This design comes from an exercise in tuning for small area on the open sky130 flow, not from production work.
The RTL was checked by simulation tests, not by an equivalence proof against the original design.
The clock port is modelled as an ideal driver; clocking choices that lean on that would not hold on a real chip.
No activity file was given, so power comes from the tool's default toggle rates.

## pmem_line_responder
module pmem_line_responder
#(
  parameter int LINES         = 16,
  parameter int READ_LATENCY  = 8,
  parameter int WRITE_LATENCY = 8
) (
  input  logic        clk,
  input  logic        reset,
  input  logic        pmem_read,
  input  logic        pmem_write,
  input  lc3b_types::lc3b_word    pmem_address,
  input  lc3b_types::lc3b_32bytes pmem_wdata,
  output logic        pmem_resp,
  output lc3b_types::lc3b_32bytes pmem_rdata,
  output logic        protocol_error
);
  logic          busy_q;    
  logic [2:0]    cnt_q;     
  logic          wr_q;
  logic [10:0]   tag_q;     
  logic          resp_q;
  logic          perr_q;
  logic [2:0]    ph_q;
  logic [15:0]   valid_q;
  lc3b_types::lc3b_32bytes buf_q;
  lc3b_types::lc3b_32bytes tap_a, tap_b;
  logic       accept;
  logic [3:0] line;
  logic       at_tap;
  logic       line_valid;
  logic       req_changed;
  logic       sel_w, sel_a, sel_b, sel_h, cap;
  logic       ins_a, ins_b;
  ...
clock: 10.0 ns
lec_check: 0
cap_margin: 20
core_margin: 2
core_utilization: 60
cts_cluster_diameter: 100
cts_cluster_size: 30
slew_margin: 20
synth_hierarchical: 1
synth_minimum_keep_size: 0
standard.sh (not shown) runs the stock make flow with config.mk's settings and CLKGATE_MAP_FILE= SYNTH_SCRIPT=/design/flow/synth_recipe.tcl, a recipe that flattens the netlist after the stock synthesis.
==> flow/flow/run.sh <==
#!/bin/bash
# Standard ORFS layout (the standard.sh, unchanged synthesis and steps), except:
# - the port buffers are the smallest buffer cell instead of the one buffer_ports picks;
# - clock tree synthesis uses clkbuf_16 for the root and trunk, clkbuf_8 for the leaf
#   clusters, no dummy loads, and a post-CTS step that upsizes any leaf buffer whose
#   flip-flop clock-pin slew estimate is too high (flow/upsize_clk.tcl).
set -euo pipefail
here=$(pwd)
export BUFFER_PORTS_ARGS="-buffer_cell sky130_fd_sc_hd__buf_1"
export CTS_ARGS="-sink_clustering_enable -repair_clock_nets -buf_list \"sky130_fd_sc_hd__clkbuf_8 sky130_fd_sc_hd__clkbuf_16\" -root_buf sky130_fd_sc_hd__clkbuf_16 -tree_buf sky130_fd_sc_hd__clkbuf_16 -sink_clustering_buffer sky130_fd_sc_hd__clkbuf_8 -sink_clustering_size 23 -sink_clustering_max_diameter 60 -dont_use_dummy_load"
export POST_CTS_TCL="$here/flow/upsize_clk.tcl"
export CLK_LEAF_SLEW=0.124
bash standard.sh > standard.log 2>&1
==> flow/flow/upsize_clk.tcl <==
# After clock tree synthesis: upsize each leaf clock buffer whose estimated slew at its
# flip-flop clock pins is above CLK_LEAF_SLEW (ns) to the next larger clock buffer, then
# legalize the placement again.
estimate_parasitics -placement
set upsized 0
foreach inst [get_cells clkbuf_leaf_*] {
  if {[get_property $inst ref_name] != "sky130_fd_sc_hd__clkbuf_8"} {
    continue
  }
  set worst 0
  foreach p [get_pins -of_objects [get_nets -of_objects [get_pins [get_full_name $inst]/X]]] {
    if {[get_property $p direction] == "input"} {
      set s [get_property $p slew_max]
      if {$s > $worst} {
        set worst $s
      }
    }
  }
  if {$worst > $::env(CLK_LEAF_SLEW)} {
    replace_cell $inst sky130_fd_sc_hd__clkbuf_16
    incr upsized
  }
}
puts "upsized $upsized leaf clock buffers"
detailed_placement
check_placement -verbose
estimate_parasitics -placement
The baseline completed with no timing, DRC or antenna violations.
Then changed:
==> flow/flow/run.sh (replaced) <==
#!/bin/bash
# Standard ORFS layout (the standard.sh, unchanged synthesis and steps), except that the
# port buffers are the smallest buffer cell instead of the one buffer_ports picks by itself,
# and clock tree synthesis uses larger sink clusters without dummy loads.
set -euo pipefail
export BUFFER_PORTS_ARGS="-buffer_cell sky130_fd_sc_hd__buf_1"
export CTS_ARGS="-sink_clustering_enable -repair_clock_nets -buf_list \"sky130_fd_sc_hd__clkbuf_8 sky130_fd_sc_hd__clkbuf_16\" -root_buf sky130_fd_sc_hd__clkbuf_16 -tree_buf sky130_fd_sc_hd__clkbuf_16 -sink_clustering_buffer sky130_fd_sc_hd__clkbuf_8 -sink_clustering_size 21 -sink_clustering_max_diameter 50 -dont_use_dummy_load"
bash standard.sh > standard.log 2>&1
removed: flow/flow/upsize_clk.tcl
What happened: Sequential share of layout area fell by 0.16 points. First-iteration DRC count rose by a few percent. Cell count rose slightly. Cell area hardly moves. Synthesized area stays the same. Via count rose slightly. Worst setup slack gets better by 0.034 ns. Clock power rose by a few percent. Core utilization rose by 0.13 points.
Then changed:
==> flow/flow/run.sh (replaced) <==
#!/bin/bash
# Standard ORFS layout (the standard.sh, unchanged synthesis and steps), except that the
# port buffers are the smallest buffer cell instead of the one buffer_ports picks by itself,
# and clock tree synthesis uses larger sink clusters without dummy loads.
set -euo pipefail
export BUFFER_PORTS_ARGS="-buffer_cell sky130_fd_sc_hd__buf_1"
export CTS_ARGS="-sink_clustering_enable -repair_clock_nets -buf_list sky130_fd_sc_hd__clkbuf_8 -sink_clustering_size 20 -sink_clustering_max_diameter 50 -dont_use_dummy_load"
bash standard.sh > standard.log 2>&1
Effect: Worst hold slack got worse by 0.013 ns. Combinational power stays flat. Core utilization came out lower by 0.25 points. Die area does not change. Power shrinks slightly.


The RTL this note starts from:
==> flow/design.v <==
package lc3b_types;
  typedef logic [15:0]  lc3b_word;
  typedef logic [255:0] lc3b_32bytes;
  typedef enum logic [1:0] {
    IDLE = 2'd0,
    BUSY = 2'd1,
    RESP = 2'd2
  } pmem_resp_state_t;
  function automatic int pmem_max(input int a, input int b);
    pmem_max = (a > b) ? a : b;
  endfunction
endpackage
module pmem_line_array
#(
  parameter int SLOTS = 8
) (
  input  logic                    clk,
  input  logic                    ins_a_i,
  input  logic                    ins_b_i,
  input  lc3b_types::lc3b_32bytes din_i,
  output lc3b_types::lc3b_32bytes tap_a_o,
  output lc3b_types::lc3b_32bytes tap_b_o
);
  localparam int W = 256;
  logic [SLOTS*W-1:0] ring_a_q;
  logic [SLOTS*W-1:0] ring_b_q;
  assign tap_a_o = ring_a_q[SLOTS*W-1 -: W];
  assign tap_b_o = ring_b_q[SLOTS*W-1 -: W];
  always_ff @(posedge clk) begin
    ring_a_q <= {ring_a_q[(SLOTS-1)*W-1:0], (ins_a_i ? din_i : tap_a_o)};
    ring_b_q <= {ring_b_q[(SLOTS-1)*W-1:0], (ins_b_i ? din_i : tap_b_o)};
  end
endmodule
module pmem_line_responder
#(
  parameter int LINES         = 16,
  parameter int READ_LATENCY  = 8,
  parameter int WRITE_LATENCY = 8
) (
  input  logic        clk,
  input  logic        reset,
  input  logic        pmem_read,
  input  logic        pmem_write,
  input  lc3b_types::lc3b_word    pmem_address,
  input  lc3b_types::lc3b_32bytes pmem_wdata,
  output logic        pmem_resp,
  output lc3b_types::lc3b_32bytes pmem_rdata,
  output logic        protocol_error
);
  logic          busy_q;    
  logic [2:0]    cnt_q;     
  logic          wr_q;
  logic [10:0]   tag_q;     
  logic          resp_q;
  logic          perr_q;
  logic [2:0]    ph_q;
  logic [15:0]   valid_q;
  lc3b_types::lc3b_32bytes buf_q;
  lc3b_types::lc3b_32bytes tap_a, tap_b;
  logic       accept;
  logic [3:0] line;
  logic       at_tap;
  logic       line_valid;
  logic       req_changed;
  logic       sel_w, sel_a, sel_b, sel_h, cap;
  logic       ins_a, ins_b;
  assign accept = !busy_q && (pmem_read || pmem_write);
  assign line   = busy_q ? tag_q[3:0] : pmem_address[8:5];
  assign at_tap = (line[2:0] == ~ph_q);
  assign line_valid = valid_q[line];
  assign cap   = (busy_q ? !wr_q : (pmem_read && !pmem_write)) && at_tap;
  assign sel_w = !busy_q && pmem_write;
  assign sel_a = cap && line_valid && !line[3];
  assign sel_b = cap && line_valid &&  line[3];
  assign sel_h = !sel_w && !cap;
  assign ins_a = busy_q && wr_q && at_tap && !line[3];
  assign ins_b = busy_q && wr_q && at_tap &&  line[3];
  assign req_changed = (wr_q ? !pmem_write : !pmem_read) || (pmem_address[15:5] != tag_q);
  pmem_line_array #(
    .SLOTS(8)
  ) u_array (
    .clk    (clk),
    .ins_a_i(ins_a),
    .ins_b_i(ins_b),
    .din_i  (buf_q),
    .tap_a_o(tap_a),
    .tap_b_o(tap_b)
  );
  always_ff @(posedge clk) begin
    buf_q <= ({256{sel_w}} & pmem_wdata) | ({256{sel_a}} & tap_a) |
             ({256{sel_b}} & tap_b)      | ({256{sel_h}} & buf_q);
  end
  always_ff @(posedge clk) begin
    if (reset) begin
      busy_q  <= 1'b0;
      resp_q  <= 1'b0;
      perr_q  <= 1'b0;
      ph_q    <= '0;
      valid_q <= '0;
    end else begin
      ph_q   <= ph_q + 3'd1;
      resp_q <= busy_q && (cnt_q == 3'd6);
      if (busy_q) begin
        cnt_q <= cnt_q + 3'd1;
        if (resp_q) begin
          busy_q <= 1'b0;
        end else if (req_changed) begin
          perr_q <= 1'b1;
        end
      end else if (accept) begin
        busy_q <= 1'b1;
        cnt_q  <= '0;
        wr_q   <= pmem_write;
        tag_q  <= pmem_address[15:5];
        if (pmem_write) begin
          valid_q[pmem_address[8:5]] <= 1'b1;
        end
        if (pmem_write && pmem_read) begin
          perr_q <= 1'b1;
        end
      end
    end
  end
  assign pmem_resp      = resp_q;
  assign pmem_rdata     = buf_q;
  assign protocol_error = perr_q;
endmodule
Settings: LEC_CHECK=0, CAP_MARGIN=20, CORE_MARGIN=2, CORE_UTILIZATION=40, CTS_CLUSTER_DIAMETER=80, CTS_CLUSTER_SIZE=24, SLEW_MARGIN=20; clock period 10.0 ns.
run.sh (not shown) runs the stock make flow with config.mk's settings and CLKGATE_MAP_FILE= SYNTH_SCRIPT=/design/flow/synth_recipe.tcl, a recipe that flattens the netlist after the stock synthesis.
Stock flow here: none of the scripts above is used.
Then changed:
--- a/flow/config.mk
+++ b/flow/config.mk
@@ -10,4 +10,4 @@
 export CORE_UTILIZATION = 40
-export CTS_CLUSTER_DIAMETER = 80
-export CTS_CLUSTER_SIZE = 24
+export CTS_CLUSTER_DIAMETER = 100
+export CTS_CLUSTER_SIZE = 30
 export SLEW_MARGIN = 20
Wire length shrinks slightly.
Die area does not change.
Power shrinks by a few percent.
Setup slack improved by 0.019 ns.
Fmax grows slightly.
Final area shrinks slightly.
Global-route usage shrinks by 0.12 points.
Then changed:
--- a/flow/config.mk
+++ b/flow/config.mk
@@ -10,4 +10,2 @@
 export CORE_UTILIZATION = 40
-export CTS_CLUSTER_DIAMETER = 100
-export CTS_CLUSTER_SIZE = 30
 export SLEW_MARGIN = 20
Total power rose by a quarter to a third.
Via count rose by a few percent.
Area after synthesis stays the same.
Hold slack degrades by 0.026 ns.
Sequential share of layout area fell by 5.5 points.
Sequential power barely changes.
Count of clock-buffer cells in the layout rose by 395.
Non-clock buffer count is unchanged.
Cell count rose by a few percent.
Clock skew rose by 0.0049 ns.

==> static timing again, ports no longer ideal <==
The flow's constraints put no driver on any port. The routed layouts listed below were extracted and timed again, unchanged, in two steps.
Step 1, drivers: a clkbuf_16 drives clk and a buf_2 each remaining input, both assumed.
Step 2 also shifts input and output timing later by t, the mid clock arrival at the registers, as if the neighbouring blocks saw the same clock.
Three values: ideal ports, drivers, drivers and shift; two values: the first two.
| run | t, ns | setup WS [ns] | worst hold slack (ns) | latest minus earliest clock arrival (ns) |
|---|---|---|---|---|
| the first run of note 1 | 0.889 | 4.963 / 5.007 / 4.118 | 0.285 / 0.285 / 0.285 | 0.081 / 0.081 |
| the second run of note 1 | 0.944 | 4.997 / 5.040 / 4.096 | 0.261 / 0.261 / 0.261 | 0.081 / 0.082 |
| the third run of note 1 | 1.079 | 5.118 / 5.161 / 4.082 | 0.248 / 0.248 / 0.248 | 0.094 / 0.094 |
| the first run of note 2 | 0.924 | 4.510 / 4.557 / 3.633 | 0.283 / 0.283 / 0.283 | 0.070 / 0.070 |
| the second run of note 2 | 0.915 | 4.529 / 4.575 / 3.660 | 0.291 / 0.291 / 0.291 | 0.080 / 0.080 |
| the third run of note 2 | 0.948 | 4.479 / 4.527 / 3.579 | 0.265 / 0.265 / 0.265 | 0.073 / 0.073 |
After both steps every run listed still meets setup and hold. For the third run of note 1, which loses most, drivers alone change the setup slack by +0.043 ns; drivers and shift together by -1.036 ns.
